Context: an optimization exercise on an open-source flow, tuned for small area, a short achievable clock period and few clock cycles. The choices shown serve that exercise and are no tape-out recipe.
Only simulation tests tie the RTL to the original design; equivalence was not proved.

## flow/design.v (module list and top-level ports; edited modules follow where they fit)
// module cosinos_datapath: 311 lines
// module cosinos_log2: 17 lines
// module cosinos_fa: 10 lines
// module cosinos_ha: 9 lines
// module cosinos_mul: 1296 lines
// module cosinos_core: 60 lines
module cosinos_core (
  input  logic            clk,
  input  logic            rst,
  input  logic            start,
  input  logic [cosinos_pkg::X_W-1:0]  x,
  input  logic [cosinos_pkg::Y_W-1:0]  y,
  output logic [1:0]      intpart,
  output logic [7:0]      fracpart,
  output logic            done
);
  // ...
==> flow/run.sh <==
#!/bin/bash
# synth_recipe.tcl (not shown) runs the flow's synth.tcl, then flattens the netlist and writes it again
# the make line also repeats each setting of config.mk as NAME=value (left out here)
make -C /OpenROAD-flow-scripts/flow DESIGN_CONFIG=/design/flow/config.mk WORK_HOME=/design/flow/orfs CLKGATE_MAP_FILE= SYNTH_SCRIPT=/design/flow/synth_recipe.tcl finish
==> flow/config.mk <==
export PLATFORM = sky130hd
export DESIGN_NAME = cosinos_core
export DESIGN_NICKNAME = cosinos_core
export VERILOG_FILES = /design/flow/design.v
export SDC_FILE = /design/flow/constraint.sdc
export NUM_CORES = 4
export LEC_CHECK = 0
export CAP_MARGIN = 20
export CORE_MARGIN = 2
export CORE_UTILIZATION = 40
export SETUP_SLACK_MARGIN = 5
export SLEW_MARGIN = 20
export SYNTH_HIERARCHICAL = 1
==> flow/constraint.sdc <==
create_clock -name core_clock -period 11.0 [get_ports {clk}]
set_input_delay 2.2000 -clock core_clock [delete_from_list [all_inputs] [get_ports {clk}]]
set_output_delay 2.2000 -clock core_clock [all_outputs]
set_load 0.01 [all_outputs]
==> flow_summary.toml, run 1 <==
[status]
status = "no timing/DRC/antenna violations"

[global_route]
first_global_vias = 20300
grt_usage_pct = 24.2

[worst_setup_path]
critPathKind = "flop to flop"
cp_common_cell = "fa_1"
critPathRequiredTime_ns = 11.34

[synth]
yosys.area_share.adder_pct = 29.6

[min_path]
hold_start = "have"

[placement]
post-place-ws_ns = 3.71
dpl.hpwl_mm = 49.5

[clock_tree]
cts_root_buf = "clkbuf_16"
cts_inserted_buffers = 17
cts_htree_levels = 4

[cells_and_area]
n_antenna_cell = 0
nNonClkInverters = 150
fin_util_pct = 44.8
stdcell_area_mm2 = 0.0253
multi_input_gates = 2123
seqCellArea_mm2 = 0.00285

[timing]
fin_hold_ws_ns = 0.465
slew_viol_final = 0
setup_ws_ns = 5.03

[drt]
route.vias.total = 20300
wl_per_cell_um = 21.9
Testbench counts, summed over its fixed seeds: cycles 14,628.
==> module cosinos_datapath, before the edit <==
module cosinos_datapath (
  input  logic        clk,
  input  logic        start,    
  input  logic        pha,      
  input  logic        add,      
  input  logic [9:0]  x,
  input  logic [7:0]  y,
  input  logic [2:0]  n,        
  output logic        stop_m,   
  output logic        pstop,    
  output logic        pzero,    
  output logic [9:0]  res       
);
  logic signed [23:0] m;
  logic [17:0]        sum;
  logic [17:0]        diff;
  logic [7:0]         y_r;
  logic [19:0]        x2_r;
  logic [10:0]        sel_one, sel_two, sel_neg;
  logic               en_r;
  logic signed [11:0] ylog_r;
  logic               pst_r;
  logic [19:0]        x2_in, sq_s, sq_c;
  logic [10:0]        xi_one, xi_two, xi_neg;    
  logic [10:0]        xr_one, xr_two, xr_neg;    
  logic [22:0]        bi, br;
  logic signed [11:0] thr;
  logic [10:0]        r_one, r_two, r_neg;
  logic [23:0]        mq;
  logic [8:0]         mlog, xlog, ylog;
  logic [23:0]        mabs, magm;
  logic [7:0]         ym1, pmax;
  logic signed [11:0] kb;
  logic               pst_in, pst0;
  always_comb begin
    case (n)
      3'd1: begin r_one = 11'b00001111111; r_two = 11'b00000000000; r_neg = 11'b00000000000; end
      3'd2: begin r_one = 11'b00001010101; r_two = 11'b00000101010; r_neg = 11'b00000101010; end
      3'd3: begin r_one = 11'b00000110110; r_two = 11'b00000001001; r_neg = 11'b00000001001; end
      3'd4: begin r_one = 11'b00000111000; r_two = 11'b00000000110; r_neg = 11'b00000011010; end
      3'd5: begin r_one = 11'b00000000100; r_two = 11'b00000010000; r_neg = 11'b00000000100; end
      3'd6: begin r_one = 11'b00000010100; r_two = 11'b00000001010; r_neg = 11'b00000000110; end
      3'd7: begin r_one = 11'b00000010101; r_two = 11'b00000000000; r_neg = 11'b00000000000; end
      default: begin r_one = 11'b0; r_two = 11'b0; r_neg = 11'b0; end
    endcase
  end
  assign bi = {2'b00, x2_in, 1'b0};
  assign br = {2'b00, x2_r, 1'b0};
  always_comb begin
    for (int i = 0; i < 11; i++) begin
      xi_one[i] = bi[2*i+1] ^ bi[2*i];
      xi_two[i] = (bi[2*i+2] & ~bi[2*i+1] & ~bi[2*i]) | (~bi[2*i+2] & bi[2*i+1] & bi[2*i]);
      xi_neg[i] = ~bi[2*i+2] & (bi[2*i+1] | bi[2*i]);
      xr_one[i] = br[2*i+1] ^ br[2*i];
      xr_two[i] = (br[2*i+2] & ~br[2*i+1] & ~br[2*i]) | (~br[2*i+2] & br[2*i+1] & br[2*i]);
      xr_neg[i] = ~br[2*i+2] & (br[2*i+1] | br[2*i]);
    end
  end
  always_ff @(posedge clk) begin
    if (start) begin
      sel_one <= xi_one;
      sel_two <= xi_two;
      sel_neg <= xi_neg;
    end else if (pha) begin
      sel_one <= r_one;
      sel_two <= r_two;
      sel_neg <= r_neg;
    end else begin
      sel_one <= xr_one;
      sel_two <= xr_two;
      sel_neg <= xr_neg;
    end
  end
  cosinos_mul u_mul (.m(m), .sel_one(sel_one), .sel_two(sel_two), .sel_neg(sel_neg), .q(mq));
  logic w755;
  logic w756;
  logic w757;
  logic w758;
  logic w759;
  logic w760;
  logic w761;
  logic w762;
  logic w763;
  logic w764;
  logic w765;
  logic w766;
  logic w767;
  logic w768;
  logic w769;
  logic w770;
  logic w771;
  logic w772;
  logic w773;
  logic w774;
  logic w775;
  logic w776;
  logic w777;
  logic w778;
  logic w779;
  logic w780;
  logic w781;
  logic w782;
  logic w783;
  logic w784;
  logic w785;
  logic w786;
  logic w787;
  logic w788;
  logic w789;
  logic w790;
  logic w791;
  logic w792;
  logic w793;
  logic w794;
  logic w795;
  logic w796;
  logic w797;
  logic w798;
  logic w799;
  logic w800;
  logic w801;
  logic w802;
  logic w803;
  logic w804;
  logic w805;
  logic w806;
  logic w807;
  logic w808;
  logic w809;
  logic w810;
  logic w811;
  logic w812;
  logic w813;
  logic w814;
  logic w815;
  logic w816;
  logic w817;
  logic w818;
  logic w819;
  logic w820;
  logic w821;
  logic w822;
  logic w823;
  logic w824;
  logic w825;
  logic w826;
  logic w827;
  logic w828;
  logic w829;
  logic w830;
  logic w831;
  logic w832;
  logic w833;
  logic w834;
  logic w835;
  logic w836;
  logic w837;
  logic w838;
  logic w839;
  logic w840;
  logic w841;
  logic w842;
  logic w843;
  logic w844;
  logic w845;
  logic w846;
  logic w847;
  logic w848;
  logic w849;
  logic w850;
  logic w851;
  logic w852;
  logic w853;
  logic w854;
  logic w855;
  assign w755 = x[0] & x[1];
  assign w756 = x[0] & x[2];
  assign w757 = x[0] & x[3];
  assign w758 = x[0] & x[4];
  assign w759 = x[0] & x[5];
  assign w760 = x[0] & x[6];
  assign w761 = x[0] & x[7];
  assign w762 = x[0] & x[8];
  assign w763 = x[0] & x[9];
  assign w764 = x[1] & x[2];
  assign w765 = x[1] & x[3];
  assign w766 = x[1] & x[4];
  assign w767 = x[1] & x[5];
  assign w768 = x[1] & x[6];
  assign w769 = x[1] & x[7];
  assign w770 = x[1] & x[8];
  assign w771 = x[1] & x[9];
  assign w772 = x[2] & x[3];
  assign w773 = x[2] & x[4];
  assign w774 = x[2] & x[5];
  assign w775 = x[2] & x[6];
  assign w776 = x[2] & x[7];
  assign w777 = x[2] & x[8];
  assign w778 = x[2] & x[9];
  assign w779 = x[3] & x[4];
  assign w780 = x[3] & x[5];
  assign w781 = x[3] & x[6];
  assign w782 = x[3] & x[7];
  assign w783 = x[3] & x[8];
  assign w784 = x[3] & x[9];
  assign w785 = x[4] & x[5];
  assign w786 = x[4] & x[6];
  assign w787 = x[4] & x[7];
  assign w788 = x[4] & x[8];
  assign w789 = x[4] & x[9];
  assign w790 = x[5] & x[6];
  assign w791 = x[5] & x[7];
  assign w792 = x[5] & x[8];
  assign w793 = x[5] & x[9];
  assign w794 = x[6] & x[7];
  assign w795 = x[6] & x[8];
  assign w796 = x[6] & x[9];
  assign w797 = x[7] & x[8];
  assign w798 = x[7] & x[9];
  assign w799 = x[8] & x[9];
  cosinos_ha u_w800 (.a(w761), .b(w768), .s(w800), .co(w801));
  cosinos_ha u_w802 (.a(w762), .b(w769), .s(w802), .co(w803));
  cosinos_fa u_w804 (.a(w763), .b(w770), .c(w776), .s(w804), .co(w805));
  cosinos_ha u_w806 (.a(w781), .b(w785), .s(w806), .co(w807));
  cosinos_fa u_w808 (.a(w771), .b(w777), .c(w782), .s(w808), .co(w809));
  cosinos_fa u_w810 (.a(w778), .b(w783), .c(w787), .s(w810), .co(w811));
  cosinos_ha u_w812 (.a(w759), .b(w766), .s(w812), .co(w813));
  cosinos_ha u_w814 (.a(w760), .b(w767), .s(w814), .co(w815));
  cosinos_fa u_w816 (.a(w774), .b(w779), .c(x[4]), .s(w816), .co(w817));
  cosinos_fa u_w818 (.a(w775), .b(w780), .c(w801), .s(w818), .co(w819));
  cosinos_fa u_w820 (.a(x[5]), .b(w803), .c(w806), .s(w820), .co(w821));
  cosinos_fa u_w822 (.a(w786), .b(w807), .c(w805), .s(w822), .co(w823));
  cosinos_fa u_w824 (.a(w790), .b(x[6]), .c(w809), .s(w824), .co(w825));
  cosinos_fa u_w826 (.a(w784), .b(w788), .c(w791), .s(w826), .co(w827));
  cosinos_fa u_w828 (.a(w789), .b(w792), .c(w794), .s(w828), .co(w829));
  cosinos_ha u_w830 (.a(w757), .b(w764), .s(w830), .co(w831));
  cosinos_ha u_w832 (.a(w758), .b(w765), .s(w832), .co(w833));
  cosinos_fa u_w834 (.a(w772), .b(x[3]), .c(w812), .s(w834), .co(w835));
  cosinos_fa u_w836 (.a(w773), .b(w813), .c(w814), .s(w836), .co(w837));
  cosinos_fa u_w838 (.a(w815), .b(w800), .c(w816), .s(w838), .co(w839));
  cosinos_fa u_w840 (.a(w802), .b(w817), .c(w818), .s(w840), .co(w841));
  cosinos_fa u_w842 (.a(w804), .b(w819), .c(w820), .s(w842), .co(w843));
  cosinos_fa u_w844 (.a(w808), .b(w821), .c(w822), .s(w844), .co(w845));
  cosinos_fa u_w846 (.a(w810), .b(w823), .c(w824), .s(w846), .co(w847));
  cosinos_fa u_w848 (.a(w811), .b(w826), .c(w825), .s(w848), .co(w849));
  cosinos_fa u_w850 (.a(x[7]), .b(w827), .c(w828), .s(w850), .co(w851));
  cosinos_fa u_w852 (.a(w793), .b(w795), .c(w829), .s(w852), .co(w853));
  cosinos_fa u_w854 (.a(w796), .b(w797), .c(x[8]), .s(w854), .co(w855));
  assign sq_s = {1'b0, w799, w798, w854, w852, w850, w848, w846, w844, w842, w840, w838, w836, w834, w832, w830, w756, w755, 1'b0, x[0]};
  assign sq_c = {1'b0, x[9], w855, w853, w851, w849, w847, w845, w843, w841, w839, w837, w835, w833, w831, x[2], 1'b0, x[1], 1'b0, 1'b0};
  assign x2_in = sq_s + sq_c;
  assign magm   = m ^ {24{m[23]}};
  assign ym1    = y_r - 8'd1;
  assign stop_m = ((magm[23:16] == 8'd0) & (magm[15:8] < y_r)
                   & ~(m[23] & (magm[15:8] == ym1) & (&magm[7:0])))
                | (m == 24'sd0);
  always_comb begin
    case (n)
      3'd1: pmax = 8'd12;
      3'd2: pmax = 8'd29;
      3'd3: pmax = 8'd56;
      3'd4: pmax = 8'd90;
      3'd5: pmax = 8'd132;
      3'd6: pmax = 8'd182;
      3'd7: pmax = 8'd240;
      default: pmax = 8'd0;
    endcase
  end
  assign pzero = (m[23:8] == 16'd0) & (m[7:0] <= pmax);
  assign mabs = m ^ {24{m[23]}};
  cosinos_log2 #(.W(24)) u_lm (.v(mabs), .l(mlog));
  cosinos_log2 #(.W(10)) u_lx (.v(x),    .l(xlog));
  cosinos_log2 #(.W(8))  u_ly (.v(y),    .l(ylog));
  always_comb begin
    case (n)
      3'd1: kb = -12'sd513;
      3'd2: kb = -12'sd549;
      3'd3: kb = -12'sd574;
      3'd4: kb = -12'sd594;
      3'd5: kb = -12'sd610;
      3'd6: kb = -12'sd624;
      default: kb = 12'sd0;
    endcase
  end
  assign thr    = ylog_r - kb;
  assign pst_in = en_r & (n != 3'd7) & (n != 3'd0) & ($signed({3'd0, mlog}) < thr);
  assign pst0   = ($signed({1'b0, xlog, 2'b0}) + 12'sd4 - 12'sd451 < $signed({3'd0, ylog}));
  assign pstop  = pst_r;
  assign diff = sum - m[17:0];
  assign res  = add ? diff[17:8] : sum[17:8];
  always_ff @(posedge clk) begin
    if (start) begin
      en_r   <= (y != 8'd0) & (x != 10'd0) & (x < 10'd977);
      ylog_r <= $signed({3'd0, ylog}) - $signed({2'd0, xlog, 1'b0}) - 12'sd2;
      y_r    <= y;
      x2_r   <= x2_in;
    end
  end
  always_ff @(posedge clk) begin
    if (start)    pst_r <= pst0 & (y != 8'd0) & (x != 10'd0) & (x < 10'd977);
    else if (!pha) pst_r <= pst_in;
  end
  always_ff @(posedge clk) begin
    if (start) m <= {5'd0, x2_in[19:1]};
    else       m <= mq;
  end
  always_ff @(posedge clk) begin
    if (start)    sum <= 18'h10000;
    else if (add) sum <= diff;
  end
endmodule
==> inputs of run 2 (changes only) <==
--- a/flow/design.v
+++ b/flow/design.v
@@ -35,5 +35,6 @@
   logic signed [11:0] thr;
   logic [10:0]        r_one, r_two, r_neg;
-  logic [23:0]        mq;
+  logic [39:0]        a_s, a_c;
+  logic [23:0]        a_sum;
   logic [8:0]         mlog, xlog, ylog;
   logic [23:0]        mabs, magm;
@@ -80,286 +81,4 @@
     end
   end
-  cosinos_mul u_mul (.m(m), .sel_one(sel_one), .sel_two(sel_two), .sel_neg(sel_neg), .q(mq));
-  logic w755;
-  logic w756;
-  logic w757;
-  logic w758;
-  logic w759;
-  logic w760;
-  logic w761;
-  logic w762;
-  logic w763;
-  logic w764;
-  logic w765;
-  logic w766;
-  logic w767;
-  logic w768;
-  logic w769;
-  logic w770;
-  logic w771;
-  logic w772;
-  logic w773;
-  logic w774;
-  logic w775;
-  logic w776;
-  logic w777;
-  logic w778;
-  logic w779;
-  logic w780;
-  logic w781;
-  logic w782;
-  logic w783;
-  logic w784;
-  logic w785;
-  logic w786;
-  logic w787;
-  logic w788;
-  logic w789;
-  logic w790;
-  logic w791;
-  logic w792;
-  logic w793;
-  logic w794;
-  logic w795;
-  logic w796;
-  logic w797;
-  logic w798;
-  logic w799;
-  logic w800;
-  logic w801;
-  logic w802;
-  logic w803;
-  logic w804;
-  logic w805;
-  logic w806;
-  logic w807;
-  logic w808;
-  logic w809;
-  logic w810;
-  logic w811;
-  logic w812;
-  logic w813;
-  logic w814;
-  logic w815;
-  logic w816;
-  logic w817;
-  logic w818;
-  logic w819;
-  logic w820;
-  logic w821;
-  logic w822;
-  logic w823;
-  logic w824;
-  logic w825;
-  logic w826;
-  logic w827;
-  logic w828;
-  logic w829;
-  logic w830;
-  logic w831;
-  logic w832;
-  logic w833;
-  logic w834;
-  logic w835;
-  logic w836;
-  logic w837;
-  logic w838;
-  logic w839;
-  logic w840;
-  logic w841;
-  logic w842;
-  logic w843;
-  logic w844;
-  logic w845;
-  logic w846;
-  logic w847;
-  logic w848;
-  logic w849;
-  logic w850;
-  logic w851;
-  logic w852;
-  logic w853;
-  logic w854;
-  logic w855;
-  assign w755 = x[0] & x[1];
-  assign w756 = x[0] & x[2];
-  assign w757 = x[0] & x[3];
-  assign w758 = x[0] & x[4];
-  assign w759 = x[0] & x[5];
-  assign w760 = x[0] & x[6];
-  assign w761 = x[0] & x[7];
-  assign w762 = x[0] & x[8];
-  assign w763 = x[0] & x[9];
-  assign w764 = x[1] & x[2];
-  assign w765 = x[1] & x[3];
-  assign w766 = x[1] & x[4];
-  assign w767 = x[1] & x[5];
-  assign w768 = x[1] & x[6];
-  assign w769 = x[1] & x[7];
-  assign w770 = x[1] & x[8];
-  assign w771 = x[1] & x[9];
-  assign w772 = x[2] & x[3];
-  assign w773 = x[2] & x[4];
-  assign w774 = x[2] & x[5];
-  assign w775 = x[2] & x[6];
-  assign w776 = x[2] & x[7];
-  assign w777 = x[2] & x[8];
-  assign w778 = x[2] & x[9];
-  assign w779 = x[3] & x[4];
-  assign w780 = x[3] & x[5];
-  assign w781 = x[3] & x[6];
-  assign w782 = x[3] & x[7];
-  assign w783 = x[3] & x[8];
-  assign w784 = x[3] & x[9];
-  assign w785 = x[4] & x[5];
-  assign w786 = x[4] & x[6];
-  assign w787 = x[4] & x[7];
-  assign w788 = x[4] & x[8];
-  assign w789 = x[4] & x[9];
-  assign w790 = x[5] & x[6];
-  assign w791 = x[5] & x[7];
-  assign w792 = x[5] & x[8];
-  assign w793 = x[5] & x[9];
-  assign w794 = x[6] & x[7];
-  assign w795 = x[6] & x[8];
-  assign w796 = x[6] & x[9];
-  assign w797 = x[7] & x[8];
-  assign w798 = x[7] & x[9];
-  assign w799 = x[8] & x[9];
-  cosinos_ha u_w800 (.a(w761), .b(w768), .s(w800), .co(w801));
-  cosinos_ha u_w802 (.a(w762), .b(w769), .s(w802), .co(w803));
-  cosinos_fa u_w804 (.a(w763), .b(w770), .c(w776), .s(w804), .co(w805));
-  cosinos_ha u_w806 (.a(w781), .b(w785), .s(w806), .co(w807));
-  cosinos_fa u_w808 (.a(w771), .b(w777), .c(w782), .s(w808), .co(w809));
-  cosinos_fa u_w810 (.a(w778), .b(w783), .c(w787), .s(w810), .co(w811));
-  cosinos_ha u_w812 (.a(w759), .b(w766), .s(w812), .co(w813));
-  cosinos_ha u_w814 (.a(w760), .b(w767), .s(w814), .co(w815));
-  cosinos_fa u_w816 (.a(w774), .b(w779), .c(x[4]), .s(w816), .co(w817));
-  cosinos_fa u_w818 (.a(w775), .b(w780), .c(w801), .s(w818), .co(w819));
-  cosinos_fa u_w820 (.a(x[5]), .b(w803), .c(w806), .s(w820), .co(w821));
-  cosinos_fa u_w822 (.a(w786), .b(w807), .c(w805), .s(w822), .co(w823));
-  cosinos_fa u_w824 (.a(w790), .b(x[6]), .c(w809), .s(w824), .co(w825));
-  cosinos_fa u_w826 (.a(w784), .b(w788), .c(w791), .s(w826), .co(w827));
-  cosinos_fa u_w828 (.a(w789), .b(w792), .c(w794), .s(w828), .co(w829));
-  cosinos_ha u_w830 (.a(w757), .b(w764), .s(w830), .co(w831));
-  cosinos_ha u_w832 (.a(w758), .b(w765), .s(w832), .co(w833));
-  cosinos_fa u_w834 (.a(w772), .b(x[3]), .c(w812), .s(w834), .co(w835));
-  cosinos_fa u_w836 (.a(w773), .b(w813), .c(w814), .s(w836), .co(w837));
-  cosinos_fa u_w838 (.a(w815), .b(w800), .c(w816), .s(w838), .co(w839));
-  cosinos_fa u_w840 (.a(w802), .b(w817), .c(w818), .s(w840), .co(w841));
-  cosinos_fa u_w842 (.a(w804), .b(w819), .c(w820), .s(w842), .co(w843));
-  cosinos_fa u_w844 (.a(w808), .b(w821), .c(w822), .s(w844), .co(w845));
-  cosinos_fa u_w846 (.a(w810), .b(w823), .c(w824), .s(w846), .co(w847));
-  cosinos_fa u_w848 (.a(w811), .b(w826), .c(w825), .s(w848), .co(w849));
-  cosinos_fa u_w850 (.a(x[7]), .b(w827), .c(w828), .s(w850), .co(w851));
-  cosinos_fa u_w852 (.a(w793), .b(w795), .c(w829), .s(w852), .co(w853));
-  cosinos_fa u_w854 (.a(w796), .b(w797), .c(x[8]), .s(w854), .co(w855));
-  assign sq_s = {1'b0, w799, w798, w854, w852, w850, w848, w846, w844, w842, w840, w838, w836, w834, w832, w830, w756, w755, 1'b0, x[0]};
-  assign sq_c = {1'b0, x[9], w855, w853, w851, w849, w847, w845, w843, w841, w839, w837, w835, w833, w831, x[2], 1'b0, x[1], 1'b0, 1'b0};
-  assign x2_in = sq_s + sq_c;
-  assign magm   = m ^ {24{m[23]}};
-  assign ym1    = y_r - 8'd1;
-  assign stop_m = ((magm[23:16] == 8'd0) & (magm[15:8] < y_r)
-                   & ~(m[23] & (magm[15:8] == ym1) & (&magm[7:0])))
-                | (m == 24'sd0);
-  always_comb begin
-    case (n)
-      3'd1: pmax = 8'd12;
-      3'd2: pmax = 8'd29;
-      3'd3: pmax = 8'd56;
-      3'd4: pmax = 8'd90;
-      3'd5: pmax = 8'd132;
-      3'd6: pmax = 8'd182;
-      3'd7: pmax = 8'd240;
-      default: pmax = 8'd0;
-    endcase
-  end
-  assign pzero = (m[23:8] == 16'd0) & (m[7:0] <= pmax);
-  assign mabs = m ^ {24{m[23]}};
-  cosinos_log2 #(.W(24)) u_lm (.v(mabs), .l(mlog));
-  cosinos_log2 #(.W(10)) u_lx (.v(x),    .l(xlog));
-  cosinos_log2 #(.W(8))  u_ly (.v(y),    .l(ylog));
-  always_comb begin
-    case (n)
-      3'd1: kb = -12'sd513;
-      3'd2: kb = -12'sd549;
-      3'd3: kb = -12'sd574;
-      3'd4: kb = -12'sd594;
-      3'd5: kb = -12'sd610;
-      3'd6: kb = -12'sd624;
-      default: kb = 12'sd0;
-    endcase
-  end
-  assign thr    = ylog_r - kb;
-  assign pst_in = en_r & (n != 3'd7) & (n != 3'd0) & ($signed({3'd0, mlog}) < thr);
-  assign pst0   = ($signed({1'b0, xlog, 2'b0}) + 12'sd4 - 12'sd451 < $signed({3'd0, ylog}));
-  assign pstop  = pst_r;
-  assign diff = sum - m[17:0];
-  assign res  = add ? diff[17:8] : sum[17:8];
-  always_ff @(posedge clk) begin
-    if (start) begin
-      en_r   <= (y != 8'd0) & (x != 10'd0) & (x < 10'd977);
-      ylog_r <= $signed({3'd0, ylog}) - $signed({2'd0, xlog, 1'b0}) - 12'sd2;
-      y_r    <= y;
-      x2_r   <= x2_in;
-    end
-  end
-  always_ff @(posedge clk) begin
-    if (start)    pst_r <= pst0 & (y != 8'd0) & (x != 10'd0) & (x < 10'd977);
-    else if (!pha) pst_r <= pst_in;
-  end
-  always_ff @(posedge clk) begin
-    if (start) m <= {5'd0, x2_in[19:1]};
-    else       m <= mq;
-  end
-  always_ff @(posedge clk) begin
-    if (start)    sum <= 18'h10000;
-    else if (add) sum <= diff;
-  end
-endmodule
-module cosinos_log2 #(
-  parameter int W = 21
-) (
-  input  logic [W-1:0] v,
-  output logic [8:0]   l
-);
-  logic [4:0]   e;
-  logic [W+3:0] vx;
-  always_comb begin
-    e = 5'd0;
-    for (int i = 1; i < W; i++) begin
-      if (v[i]) e = 5'(i);
-    end
-  end
-  assign vx = {v, 4'd0};
-  assign l  = {e, vx[e +: 4]};
-endmodule
-module cosinos_fa (
-  input  logic a,
-  input  logic b,
-  input  logic c,
-  output logic s,
-  output logic co
-);
-  assign s  = a ^ b ^ c;
-  assign co = (a & b) | (a & c) | (b & c);
-endmodule
-module cosinos_ha (
-  input  logic a,
-  input  logic b,
-  output logic s,
-  output logic co
-);
-  assign s  = a ^ b;
-  assign co = a & b;
-endmodule
-module cosinos_mul (
-  input  logic [23:0] m,
-  input  logic [10:0] sel_one,
-  input  logic [10:0] sel_two,
-  input  logic [10:0] sel_neg,
-  output logic [23:0] q
-);
-  logic [39:0] a_s, a_c, a_sum;
   logic w1;
   logic w2;
@@ -1116,4 +835,105 @@
   logic w753;
   logic w754;
+  logic w755;
+  logic w756;
+  logic w757;
+  logic w758;
+  logic w759;
+  logic w760;
+  logic w761;
+  logic w762;
+  logic w763;
+  logic w764;
+  logic w765;
+  logic w766;
+  logic w767;
+  logic w768;
+  logic w769;
+  logic w770;
+  logic w771;
+  logic w772;
+  logic w773;
+  logic w774;
+  logic w775;
+  logic w776;
+  logic w777;
+  logic w778;
+  logic w779;
+  logic w780;
+  logic w781;
+  logic w782;
+  logic w783;
+  logic w784;
+  logic w785;
+  logic w786;
+  logic w787;
+  logic w788;
+  logic w789;
+  logic w790;
+  logic w791;
+  logic w792;
+  logic w793;
+  logic w794;
+  logic w795;
+  logic w796;
+  logic w797;
+  logic w798;
+  logic w799;
+  logic w800;
+  logic w801;
+  logic w802;
+  logic w803;
+  logic w804;
+  logic w805;
+  logic w806;
+  logic w807;
+  logic w808;
+  logic w809;
+  logic w810;
+  logic w811;
+  logic w812;
+  logic w813;
+  logic w814;
+  logic w815;
+  logic w816;
+  logic w817;
+  logic w818;
+  logic w819;
+  logic w820;
+  logic w821;
+  logic w822;
+  logic w823;
+  logic w824;
+  logic w825;
+  logic w826;
+  logic w827;
+  logic w828;
+  logic w829;
+  logic w830;
+  logic w831;
+  logic w832;
+  logic w833;
+  logic w834;
+  logic w835;
+  logic w836;
+  logic w837;
+  logic w838;
+  logic w839;
+  logic w840;
+  logic w841;
+  logic w842;
+  logic w843;
+  logic w844;
+  logic w845;
+  logic w846;
+  logic w847;
+  logic w848;
+  logic w849;
+  logic w850;
+  logic w851;
+  logic w852;
+  logic w853;
+  logic w854;
+  logic w855;
   assign w1 = (sel_one[0] & m[0]) ^ sel_neg[0];
   assign w2 = ((sel_one[0] & m[1]) | (sel_two[0] & m[0])) ^ sel_neg[0];
@@ -1647,6 +1467,185 @@
   assign a_s = {w753, w751, w749, w747, w745, w743, w741, w739, w737, w735, w733, w731, w729, w727, w725, w723, w721, w719, w717, w715, w713, w711, w709, w707, w705, w703, w701, w699, w697, w695, w693, w691, w689, w687, w685, w683, w681, w679, w2, w1};
   assign a_c = {w752, w750, w748, w746, w744, w742, w740, w738, w736, w734, w732, w730, w728, w726, w724, w722, w720, w718, w716, w714, w712, w710, w708, w706, w704, w702, w700, w698, w696, w694, w692, w690, w688, w686, w684, w682, w680, sel_neg[1], 1'b0, sel_neg[0]};
-  assign a_sum = a_s + a_c;
-  assign q = a_sum[39:16];
+  cosinos_cpa u_cpa (.a(a_s), .b(a_c), .q(a_sum));
+  assign w755 = x[0] & x[1];
+  assign w756 = x[0] & x[2];
+  assign w757 = x[0] & x[3];
+  assign w758 = x[0] & x[4];
+  assign w759 = x[0] & x[5];
+  assign w760 = x[0] & x[6];
+  assign w761 = x[0] & x[7];
+  assign w762 = x[0] & x[8];
+  assign w763 = x[0] & x[9];
+  assign w764 = x[1] & x[2];
+  assign w765 = x[1] & x[3];
+  assign w766 = x[1] & x[4];
+  assign w767 = x[1] & x[5];
+  assign w768 = x[1] & x[6];
+  assign w769 = x[1] & x[7];
+  assign w770 = x[1] & x[8];
+  assign w771 = x[1] & x[9];
+  assign w772 = x[2] & x[3];
+  assign w773 = x[2] & x[4];
+  assign w774 = x[2] & x[5];
+  assign w775 = x[2] & x[6];
+  assign w776 = x[2] & x[7];
+  assign w777 = x[2] & x[8];
+  assign w778 = x[2] & x[9];
+  assign w779 = x[3] & x[4];
+  assign w780 = x[3] & x[5];
+  assign w781 = x[3] & x[6];
+  assign w782 = x[3] & x[7];
+  assign w783 = x[3] & x[8];
+  assign w784 = x[3] & x[9];
+  assign w785 = x[4] & x[5];
+  assign w786 = x[4] & x[6];
+  assign w787 = x[4] & x[7];
+  assign w788 = x[4] & x[8];
+  assign w789 = x[4] & x[9];
+  assign w790 = x[5] & x[6];
+  assign w791 = x[5] & x[7];
+  assign w792 = x[5] & x[8];
+  assign w793 = x[5] & x[9];
+  assign w794 = x[6] & x[7];
+  assign w795 = x[6] & x[8];
+  assign w796 = x[6] & x[9];
+  assign w797 = x[7] & x[8];
+  assign w798 = x[7] & x[9];
+  assign w799 = x[8] & x[9];
+  cosinos_ha u_w800 (.a(w761), .b(w768), .s(w800), .co(w801));
+  cosinos_ha u_w802 (.a(w762), .b(w769), .s(w802), .co(w803));
+  cosinos_fa u_w804 (.a(w763), .b(w770), .c(w776), .s(w804), .co(w805));
+  cosinos_ha u_w806 (.a(w781), .b(w785), .s(w806), .co(w807));
+  cosinos_fa u_w808 (.a(w771), .b(w777), .c(w782), .s(w808), .co(w809));
+  cosinos_fa u_w810 (.a(w778), .b(w783), .c(w787), .s(w810), .co(w811));
+  cosinos_ha u_w812 (.a(w759), .b(w766), .s(w812), .co(w813));
+  cosinos_ha u_w814 (.a(w760), .b(w767), .s(w814), .co(w815));
+  cosinos_fa u_w816 (.a(w774), .b(w779), .c(x[4]), .s(w816), .co(w817));
+  cosinos_fa u_w818 (.a(w775), .b(w780), .c(w801), .s(w818), .co(w819));
+  cosinos_fa u_w820 (.a(x[5]), .b(w803), .c(w806), .s(w820), .co(w821));
+  cosinos_fa u_w822 (.a(w786), .b(w807), .c(w805), .s(w822), .co(w823));
+  cosinos_fa u_w824 (.a(w790), .b(x[6]), .c(w809), .s(w824), .co(w825));
+  cosinos_fa u_w826 (.a(w784), .b(w788), .c(w791), .s(w826), .co(w827));
+  cosinos_fa u_w828 (.a(w789), .b(w792), .c(w794), .s(w828), .co(w829));
+  cosinos_ha u_w830 (.a(w757), .b(w764), .s(w830), .co(w831));
+  cosinos_ha u_w832 (.a(w758), .b(w765), .s(w832), .co(w833));
+  cosinos_fa u_w834 (.a(w772), .b(x[3]), .c(w812), .s(w834), .co(w835));
+  cosinos_fa u_w836 (.a(w773), .b(w813), .c(w814), .s(w836), .co(w837));
+  cosinos_fa u_w838 (.a(w815), .b(w800), .c(w816), .s(w838), .co(w839));
+  cosinos_fa u_w840 (.a(w802), .b(w817), .c(w818), .s(w840), .co(w841));
+  cosinos_fa u_w842 (.a(w804), .b(w819), .c(w820), .s(w842), .co(w843));
+  cosinos_fa u_w844 (.a(w808), .b(w821), .c(w822), .s(w844), .co(w845));
+  cosinos_fa u_w846 (.a(w810), .b(w823), .c(w824), .s(w846), .co(w847));
+  cosinos_fa u_w848 (.a(w811), .b(w826), .c(w825), .s(w848), .co(w849));
+  cosinos_fa u_w850 (.a(x[7]), .b(w827), .c(w828), .s(w850), .co(w851));
+  cosinos_fa u_w852 (.a(w793), .b(w795), .c(w829), .s(w852), .co(w853));
+  cosinos_fa u_w854 (.a(w796), .b(w797), .c(x[8]), .s(w854), .co(w855));
+  assign sq_s = {1'b0, w799, w798, w854, w852, w850, w848, w846, w844, w842, w840, w838, w836, w834, w832, w830, w756, w755, 1'b0, x[0]};
+  assign sq_c = {1'b0, x[9], w855, w853, w851, w849, w847, w845, w843, w841, w839, w837, w835, w833, w831, x[2], 1'b0, x[1], 1'b0, 1'b0};
+  assign x2_in = sq_s + sq_c;
+  assign magm   = m ^ {24{m[23]}};
+  assign ym1    = y_r - 8'd1;
+  assign stop_m = ((magm[23:16] == 8'd0) & (magm[15:8] < y_r)
+                   & ~(m[23] & (magm[15:8] == ym1) & (&magm[7:0])))
+                | (m == 24'sd0);
+  always_comb begin
+    case (n)
+      3'd1: pmax = 8'd12;
+      3'd2: pmax = 8'd29;
+      3'd3: pmax = 8'd56;
+      3'd4: pmax = 8'd90;
+      3'd5: pmax = 8'd132;
+      3'd6: pmax = 8'd182;
+      3'd7: pmax = 8'd240;
+      default: pmax = 8'd0;
+    endcase
+  end
+  assign pzero = (m[23:8] == 16'd0) & (m[7:0] <= pmax);
+  assign mabs = m ^ {24{m[23]}};
+  cosinos_log2 #(.W(24)) u_lm (.v(mabs), .l(mlog));
+  cosinos_log2 #(.W(10)) u_lx (.v(x),    .l(xlog));
+  cosinos_log2 #(.W(8))  u_ly (.v(y),    .l(ylog));
+  always_comb begin
+    case (n)
+      3'd1: kb = -12'sd513;
+      3'd2: kb = -12'sd549;
+      3'd3: kb = -12'sd574;
+      3'd4: kb = -12'sd594;
+      3'd5: kb = -12'sd610;
+      3'd6: kb = -12'sd624;
+      default: kb = 12'sd0;
+    endcase
+  end
+  assign thr    = ylog_r - kb;
+  assign pst_in = en_r & (n != 3'd7) & (n != 3'd0) & ($signed({3'd0, mlog}) < thr);
+  assign pst0   = ($signed({1'b0, xlog, 2'b0}) + 12'sd4 - 12'sd451 < $signed({3'd0, ylog}));
+  assign pstop  = pst_r;
+  assign diff = sum - m[17:0];
+  assign res  = add ? diff[17:8] : sum[17:8];
+  always_ff @(posedge clk) begin
+    if (start) begin
+      en_r   <= (y != 8'd0) & (x != 10'd0) & (x < 10'd977);
+      ylog_r <= $signed({3'd0, ylog}) - $signed({2'd0, xlog, 1'b0}) - 12'sd2;
+      y_r    <= y;
+      x2_r   <= x2_in;
+    end
+  end
+  always_ff @(posedge clk) begin
+    if (start)    pst_r <= pst0 & (y != 8'd0) & (x != 10'd0) & (x < 10'd977);
+    else if (!pha) pst_r <= pst_in;
+  end
+  always_ff @(posedge clk) begin
+    if (start) m <= {5'd0, x2_in[19:1]};
+    else       m <= a_sum;
+  end
+  always_ff @(posedge clk) begin
+    if (start)    sum <= 18'h10000;
+    else if (add) sum <= diff;
+  end
+endmodule
+module cosinos_log2 #(
+  parameter int W = 21
+) (
+  input  logic [W-1:0] v,
+  output logic [8:0]   l
+);
+  logic [4:0]   e;
+  logic [W+3:0] vx;
+  always_comb begin
+    e = 5'd0;
+    for (int i = 1; i < W; i++) begin
+      if (v[i]) e = 5'(i);
+    end
+  end
+  assign vx = {v, 4'd0};
+  assign l  = {e, vx[e +: 4]};
+endmodule
+module cosinos_fa (
+  input  logic a,
+  input  logic b,
+  input  logic c,
+  output logic s,
+  output logic co
+);
+  assign s  = a ^ b ^ c;
+  assign co = (a & b) | (a & c) | (b & c);
+endmodule
+module cosinos_ha (
+  input  logic a,
+  input  logic b,
+  output logic s,
+  output logic co
+);
+  assign s  = a ^ b;
+  assign co = a & b;
+endmodule
+module cosinos_cpa (
+  input  logic [39:0] a,
+  input  logic [39:0] b,
+  output logic [23:0] q
+);
+  logic [39:0] s;
+  assign s = a + b;
+  assign q = s[39:16];
 endmodule
 module cosinos_core (
==> run 2 against run 1 <==
Routed wire length rose by 3.1%; register-to-register slack improved by 0.05 ns; critical path depth rose by 2; via count decreased by 0.15%; clock-buffer cell count is the same; final cell count fell by 0.39%; worst hold slack improved by 0.0050 ns; area after synthesis is 0.29% lower; still clean; critical path type unchanged.
==> flow_summary.toml, run 2 <==
[placement]
post-place-ws_ns = 3.73
place.gp.congestion = 0.931
port_buffers = 31
dpl.hpwl_mm = 50.2

[floorplan]
num_rows = 87
design.core.area_mm2 = 0.0563
die_w_um = 242
start_util_pct = 40.4
ios = 32
dieHeight_um = 242
die_area_mm2 = 0.0587

[run]
max-cap-violations = 0

[cells_and_area]
largest_reg_flops = 24
n_fill_cell = 5391
fin_util_pct = 44.5
drive_gt1_share_pct = 10.3
largest-register = "u_dp.m"
seqCellArea_mm2 = 0.00285
multi_input_area_mm2 = 0.0189
layout_commonest_cell = "xnor2_1"
largestRegisters = "u_dp.m: 24 flops, u_dp.x2_r: 19 flops, u_dp.sum: 18 flops"
fin_nets = 2948
area.growth.synth_to_final_pct = 10.2
n_antenna_cell = 0
layout_common_cells = "xnor2_1, a22oi_1, fa_1"

[clock_tree]
cts_htree_levels = 4
cts.clk_slew.worst_paths_ns = 0.06
cts_inserted_buffers = 17
cts_tree = "yes"
clock_latency_ns = 0.43
clockBufferDepth = 2
cts.sinks = 120
cts_root_buf = "clkbuf_16"

[global_route]
grt_overflow = 0
grt_pass1_wl_mm = 116
first_global_vias = 20400
grt_usage_pct = 24.7
antenna_found_initial = 0
grt_max_degree = 89

[synth]
yosysTopAreaCellShare_pct = 19.6
avgSynthCellArea_um2 = 8.85
synth_ff_type = "dfxtp_1"
yosysTopAreaCell = "fa_1"
synth_async_sr_flop_share_pct = 0
synthTopCellsByArea = "fa_1, xnor2_1, ha_1, a22oi_1, dfxtp_1"
yosysMostFrequentCell = "xnor2_1"
synth_cells = 2567
synth_edf_count = 41
ys_ff_latch = 120
synth.distinct_cells = 125
synth_area_mm2 = 0.0227
ys_top_cells_by_count = "xnor2_1, a22oi_1, fa_1"
ys_seq_area_share_pct = 12.4
yosys_warnings = 11

[drt]
final_antenna_net_count = 0
first_pass_iters = 6
vias_per_cell = 6.17
post-route-drc-count = 0
drt_wl_total_mm = 74.5
route.vias.total = 20300
wl_per_cell_um = 22.7
drt_iter0_markers = 1830

[timing]
setup_ws_ns = 5.08
finalCriticalPeriod_ns = 5.92
setup_viol = 0
fin_setup_tns_ns = 0
hold_viol_final = 0
grt_setup_unrepaired = "true"
finalCritPeriodShare_pct = 53.8
finClkSkew_ns = 0.00849
slew_viol_final = 0
slew_headroom_pct = 31.3
tightest_slew_ns = 1.02
fmax_mhz = 169

[worst_setup_path]
arrival_ns = 6.28
critPathMaxStageDelay_ns = 0.59
worstPathCellList = "buf_6 > buf_4 > buf_6 > a22oi_2 > xnor2_1 > fa_1 > fa_1 > fa_1 > fa_1 > fa_1 > ha_1 > a21oi_2 > o21ai_1 > nor2_1 > o211ai_1 > a21oi_2 > o21bai_1 > xor2_1 > nor2_1 > a21oi_1"
path_buf_inv = 3
critical_path.slowest_cell = "fa_1"
path_delay_family = "adder cells"
r2r_slack_ns = 5.08
cp_common_cell = "fa_1"
critPathKind = "flop to flop"
critPathRequiredTime_ns = 11.36
end_kind = "flop"
start_kind = "flop"
cp_max_fo = 11

[min_path]
hold_path_class = "flop to flop"

[status]
status = "no timing/DRC/antenna violations"
[run 2: cell count changes after synthesis, sizes merged, moves of 7 or more]
cell    delta
a22oi     -18
nor2b     +20
o211ai     -8
nand2b     +7
clkbuf    +21
buf       -15
and3       -9
xnor2     -19
[run 2: path summary, 6_finish.rpt]
kind              startpoint          to  depth (start not counted)
setup / recovery  u_dp.m[23]  u_dp.m[17]                         20
setup reg to reg  u_dp.m[23]  u_dp.m[17]                         20
hold / removal          have        have                          1
hold reg to reg         have        have                          1
[run 2: routing by layer]
layer  vias to the layer above  GRT usage (%)  share of wire (%)  wire [um]
met5                         -              0                  0          0
met2                       985           40.5                 47      34800
met1                     10100           33.0                 42      31500
li1                       9058              -                  -          -
met3                       178           3.78                7.7       5720
met4                         0           9.31                3.4       2560
[run 2: final cells by class]
type / instances / area share (%)
flip-flops and latches: 120 / 11.4
well taps: 756 / 3.78
multi-input cells: 2107 / 75.3
repair buffers: 126 / 4.81
clock inverters: 12 / 0.550
inverters: 147 / 2.22
repair inverters: 1 / 0.0200
clock buffers: 20 / 1.91
[run 2: repair_timing]
item,CTS,global route
setup endpoints to repair,45,33
cloned,3,1
gates resized for setup,99,68
pin swaps,10,10
buffers inserted,27,6
hold buffers,0,0
[run 2: per-stage QoR]
step / instances / instance area (um^2) / hold slack, ns
after floorplan: 2575 / 22800 / 0.433
after global placement: 3219 / 23600 / 0.440
after detailed placement: 3220 / 23600 / 0.457
after CTS: 3282 / 24800 / 0.471
after global routing: 3289 / 25000 / 0.483
final: 3289 / 25000 / 0.470
[run 2: modules after synthesis (local to each module, per instance), a selection]
module	area, um^2	cells inside
cosinos_datapath	13900	1746
cosinos_cpa	1960	283
cosinos_core	305	32
cosinos_fa	20.0	1
cosinos_ha	12.5	1
[run 2: logic make-up after synthesis]
group | synth area share [%]
AOI/OAI and AO/OA | 22.5
and+or+nand+nor | 13.4
adders and majority gates | 29.8
buffers and inverters | 6.23
xor gates and xnor gates | 13.1
DFF | 12.4
muxes | 2.68
other | 0.0496
[run 2: worst register-to-register path, stage by stage (launching register included)]
cell and delay [ns]:
dfxtp_4 0.39, buf_6 0.16, buf_4 0.13, buf_6 0.16
a22oi_2 0.25, xnor2_1 0.13, fa_1 0.59, fa_1 0.45
fa_1 0.42, fa_1 0.56, fa_1 0.45, ha_1 0.42
a21oi_2 0.27, o21ai_1 0.18, nor2_1 0.15, o211ai_1 0.24
a21oi_2 0.26, o21bai_1 0.10, xor2_1 0.32, nor2_1 0.08
a21oi_1 0.13
Testbench counts of run 2, summed over its fixed seeds: cycles 14,628.
==> inputs of run 3 (changes only) <==
--- a/flow/design.v
+++ b/flow/design.v
@@ -27,5 +27,6 @@
   logic [10:0]        sel_one, sel_two, sel_neg;
   logic               en_r;
-  logic signed [11:0] ylog_r;
+  logic [6:0]         my_r;      
+  logic [8:0]         xw_r;      
   logic               pst_r;
   logic [19:0]        x2_in, sq_s, sq_c;
@@ -33,12 +34,11 @@
   logic [10:0]        xr_one, xr_two, xr_neg;    
   logic [22:0]        bi, br;
-  logic signed [11:0] thr;
+  logic signed [11:0] thr, thrw;
   logic [10:0]        r_one, r_two, r_neg;
-  logic [39:0]        a_s, a_c;
-  logic [23:0]        a_sum;
+  logic [39:0]        a_s, a_c, a_sum;
   logic [8:0]         mlog, xlog, ylog;
   logic [23:0]        mabs, magm;
   logic [7:0]         ym1, pmax;
-  logic signed [11:0] kb;
+  logic signed [11:0] kb, kw;
   logic               pst_in, pst0;
   always_comb begin
@@ -1467,5 +1467,5 @@
   assign a_s = {w753, w751, w749, w747, w745, w743, w741, w739, w737, w735, w733, w731, w729, w727, w725, w723, w721, w719, w717, w715, w713, w711, w709, w707, w705, w703, w701, w699, w697, w695, w693, w691, w689, w687, w685, w683, w681, w679, w2, w1};
   assign a_c = {w752, w750, w748, w746, w744, w742, w740, w738, w736, w734, w732, w730, w728, w726, w724, w722, w720, w718, w716, w714, w712, w710, w708, w706, w704, w702, w700, w698, w696, w694, w692, w690, w688, w686, w684, w682, w680, sel_neg[1], 1'b0, sel_neg[0]};
-  cosinos_cpa u_cpa (.a(a_s), .b(a_c), .q(a_sum));
+  assign a_sum = a_s + a_c;
   assign w755 = x[0] & x[1];
   assign w756 = x[0] & x[2];
@@ -1568,15 +1568,17 @@
   always_comb begin
     case (n)
-      3'd1: kb = -12'sd513;
-      3'd2: kb = -12'sd549;
-      3'd3: kb = -12'sd574;
-      3'd4: kb = -12'sd594;
-      3'd5: kb = -12'sd610;
-      3'd6: kb = -12'sd624;
-      default: kb = 12'sd0;
+      3'd1: begin kb = -12'sd513; kw = -12'sd307; end
+      3'd2: begin kb = -12'sd549; kw = -12'sd328; end
+      3'd3: begin kb = -12'sd574; kw = -12'sd342; end
+      3'd4: begin kb = -12'sd594; kw = -12'sd353; end
+      3'd5: begin kb = -12'sd610; kw = -12'sd362; end
+      3'd6: begin kb = -12'sd624; kw = -12'sd370; end
+      default: begin kb = 12'sd0; kw = 12'sd0; end
     endcase
   end
-  assign thr    = ylog_r - kb;
-  assign pst_in = en_r & (n != 3'd7) & (n != 3'd0) & ($signed({3'd0, mlog}) < thr);
+  assign thr    = $signed({5'd0, my_r}) - $signed({3'd0, xw_r}) - kb;
+  assign thrw   = 12'sd368 - $signed({3'd0, xw_r}) - kw;
+  assign pst_in = en_r & (n != 3'd7) & (n != 3'd0)
+                & ($signed({3'd0, mlog}) < thr) & ($signed({3'd0, mlog}) < thrw);
   assign pst0   = ($signed({1'b0, xlog, 2'b0}) + 12'sd4 - 12'sd451 < $signed({3'd0, ylog}));
   assign pstop  = pst_r;
@@ -1585,6 +1587,7 @@
   always_ff @(posedge clk) begin
     if (start) begin
-      en_r   <= (y != 8'd0) & (x != 10'd0) & (x < 10'd977);
-      ylog_r <= $signed({3'd0, ylog}) - $signed({2'd0, xlog, 1'b0}) - 12'sd2;
+      en_r   <= (y != 8'd0);
+      my_r   <= ylog[6:0];
+      xw_r   <= {xlog[7:0], 1'b0} + 9'd2;
       y_r    <= y;
       x2_r   <= x2_in;
@@ -1592,10 +1595,10 @@
   end
   always_ff @(posedge clk) begin
-    if (start)    pst_r <= pst0 & (y != 8'd0) & (x != 10'd0) & (x < 10'd977);
+    if (start)    pst_r <= pst0 & (y != 8'd0);
     else if (!pha) pst_r <= pst_in;
   end
   always_ff @(posedge clk) begin
     if (start) m <= {5'd0, x2_in[19:1]};
-    else       m <= a_sum;
+    else       m <= a_sum[39:16];
   end
   always_ff @(posedge clk) begin
@@ -1640,13 +1643,4 @@
   assign co = a & b;
 endmodule
-module cosinos_cpa (
-  input  logic [39:0] a,
-  input  logic [39:0] b,
-  output logic [23:0] q
-);
-  logic [39:0] s;
-  assign s = a + b;
-  assign q = s[39:16];
-endmodule
 module cosinos_core (
   input  logic            clk,
==> run 3 against run 2 <==
Still clean; final area increased by 2.4%; routed wire length decreased by 3.7%; non-clock buffer count increased by 46; first-iteration DRC count decreased by 23%; final cell count decreased by 2.9%; die area decreased by 2.6%; setup slack got worse by 0.11 ns; clock skew increased by 0.0068 ns; worst hold slack got worse by 0.0084 ns; sequential cell count increased by 3.
==> flow_summary.toml, run 3 <==
[placement]
place.gp.congestion = 0.900
port_buffers = 31
dp_cells = 3077
post-place-ws_ns = 4.05
dpl.hpwl_mm = 47.5

[drt]
first_pass_iters = 6
drt_wl_total_mm = 71.8
final_antenna_net_count = 0
wl_met3_mm = 6.09
route.met2.wl_mm = 33.7
post-route-drc-count = 0
wl_met1_mm = 29.8
vias_per_cell = 6.00
drt_iter0_markers = 1417
wl_per_cell_um = 22.5
route.vias.total = 19200
routed.top_layer = "met5"

[cells_and_area]
final_cells = 3193
largestRegisters = "u_dp.m: 24 flops, u_dp.x2_r: 19 flops, u_dp.sum: 18 flops"
n_fill_cell = 5135
layout_common_cells = "xnor2_1, fa_1, a22oi_1"
fin_util_pct = 46.7
layout_commonest_cell = "xnor2_1"
seqCellArea_mm2 = 0.00298
largest_reg_flops = 24
drive_gt1_share_pct = 13.8
area.growth.synth_to_final_pct = 15.9
fin_nets = 2918
largest-register = "u_dp.m"
multi_input_area_mm2 = 0.0185

[floorplan]
die_w_um = 239
die_area_mm2 = 0.0572
num_rows = 86
design.core.area_mm2 = 0.0549
ios = 32
dieHeight_um = 239
start_util_pct = 40.3

[timing]
finalCritPeriodShare_pct = 54.8
setup_viol = 0
slew_viol_final = 0
finalCriticalPeriod_ns = 6.03
hold_viol_final = 0
finClkSkew_ns = 0.0153
setup_ws_ns = 4.97
grt_setup_unrepaired = "true"
tightest_slew_ns = 0.988
fin_setup_tns_ns = 0
fmax_mhz = 166
slew_headroom_pct = 34.0
fin_hold_ws_ns = 0.461

[worst_setup_path]
worstPathCellList = "buf_12 > a22oi_1 > xnor2_1 > fa_1 > fa_1 > fa_1 > fa_1 > fa_1 > ha_1 > a21o_1 > a21o_1 > a2111oi_2 > a31oi_1 > a311oi_2 > o21ai_1 > a21o_1 > xor2_1 > mux2_2"
path_buf_inv = 1
arrival_ns = 6.35
critPathMaxStageDelay_ns = 0.63
critPathKind = "flop to flop"
cp_common_cell = "fa_1"
end_kind = "flop"
start_kind = "flop"
path_delay_family = "adder cells"
critPathRequiredTime_ns = 11.32
critical_path.slowest_cell = "fa_1"
r2r_slack_ns = 4.97
cp_max_fo = 23

[min_path]
hold_path_class = "flop to flop"

[clock_tree]
cts_root_buf = "clkbuf_16"
cts_tree = "yes"
clock_latency_ns = 0.44
holdBufCountCts = 0
cts.clk_slew.worst_paths_ns = 0.06
cts.sinks = 123
cts_inserted_buffers = 17
clockBufferDepth = 2
cts_htree_levels = 4

[synth]
yosysTopAreaCellShare_pct = 20.2
synth_ff_type = "dfxtp_1"
synthTopCellsByArea = "fa_1, ha_1, xnor2_1, a22oi_1, dfxtp_1"
synth.distinct_cells = 104
synth_edf_count = 44
avgSynthCellArea_um2 = 8.99
synth_area_mm2 = 0.0221
ys_seq_area_share_pct = 13.1
synth_async_sr_flop_share_pct = 0
synth_cells = 2460
ys_ff_latch = 123
yosysMostFrequentCell = "xnor2_1"
yosysTopAreaCell = "fa_1"
ys_top_cells_by_count = "xnor2_1, a22oi_1, fa_1"
yosys_warnings = 11

[global_route]
antenna_found_initial = 1
grt_usage_pct = 24.0
first_global_vias = 18800
grt_max_degree = 86
grt_pass1_wl_mm = 107
grt_overflow = 0

[run]
max-cap-violations = 0

[status]
status = "no timing/DRC/antenna violations"
## run 3: cell types whose count changed after synthesis, moves of 8 or more
cell	before	now
a21o_1	30	51
nand4_1	22	13
ha_1	185	199
o21ai_0	85	104
o2111ai_1	9	1
nand2_1	133	109
clkbuf_1	152	134
a211oi_1	19	11
a21oi_1	122	98
o21ai_1	18	3
## run 3: worst paths after layout
path / start / end / depth (start not counted)
worst max-delay path: u_dp.m[18] / u_dp.m[18] / 18
worst min-delay path: have / have / 1
worst max register to register: u_dp.m[18] / u_dp.m[18] / 18
worst min register to register: have / have / 1
## run 3: cell type report
| class | instances | share of cell area (%) |
|---|---|---|
| well taps | 704 | 3.44 |
| inverters | 147 | 2.18 |
| clock buffers | 17 | 1.66 |
| flip-flops and latches | 123 | 11.6 |
| diodes | 1 | 0.00976 |
| repair buffers | 172 | 8.61 |
| multi-input cells | 2014 | 72.0 |
| clock inverters | 15 | 0.488 |
## run 3: worst reg2reg max path, delay by kind of cell, from the launching register on
kind | cells | cell delay, ns
flip-flops | 1 | 0.36
XOR/XNOR | 2 | 0.34
adder cells (fa/ha/maj) | 6 | 2.77
AO/OA/AOI/OAI | 8 | 1.96
multiplexers | 1 | 0.28
buffers and inverters | 1 | 0.20
## run 3: Yosys stat by module, one instance, submodules excluded, a selection
module	area [um^2]	cells	times used	flip-flops and latches
cosinos_ha	12.5	1	34	0
cosinos_core	305	32	1	6
cosinos_datapath	15200	1922	1	117
cosinos_fa	20.0	1	219	0
## run 3: routing by layer
| layer | track usage (%) | vias to the layer above |
|---|---|---|
| li1 | - | 8705 |
| met4 | 8.39 | 2 |
| met2 | 39.6 | 873 |
| met5 | 0 | - |
| met1 | 31.9 | 9428 |
| met3 | 3.79 | 163 |
## run 3: timing repair
| item | in CTS | in global routing |
|---|---|---|
| endpoints found under the setup margin | 42 | 31 |
| cloned | 7 | 14 |
| gates resized for setup | 182 | 143 |
| setup buffers | 34 | 28 |
| pin swaps | 16 | 57 |
## run 3: cell families after synthesis
kind of cell / synth area share [%]
buffers and inverters: 6.11
XOR/XNOR: 13.9
other: 0.0509
adder cells (fa/ha/maj): 31.4
flip-flops: 13.1
AND/OR/NAND/NOR: 11.9
AO/OA/AOI/OAI: 21.1
multiplexers: 2.27
## run 3: stage by stage
step                instance area, um^2
floorplan                         22200
global placement                  23000
finish                            25600
detailed placement                23000
global route                      25600
CTS                               24600
Testbench counts of run 3, summed over its fixed seeds: cycles 14,374.

[re-timing with driven ports]
In the flow no input, the clock included, has a driving cell. The finished layouts below were timed again as built, in two steps.
Step 1 assumes that a clkbuf_16 drives the clock port and a buf_2 every other input.
Step 2 times the ports against the registers' clock, not the clock port: input delays grow and output delays shrink by t, the midpoint of the rising clock arrivals with the driver on.
Three values: no drivers, after step 1, after step 2; two values: the first two.
run | shift t [ns] | slack for setup (ns) | worst register clock-pin slew, ns
run 1 | 0.474 | 5.034 / 5.034 / 4.667 | 0.06 / 0.06
run 2 | 0.473 | 5.082 / 5.082 / 4.637 | 0.06 / 0.06
run 3 | 0.475 | 4.973 / 4.973 / 4.767 | 0.07 / 0.07
After both steps setup and hold are still met in every run listed. The setup slack of run 2, which loses most, moves by 0.000 ns with the drivers and by -0.445 ns with both steps.
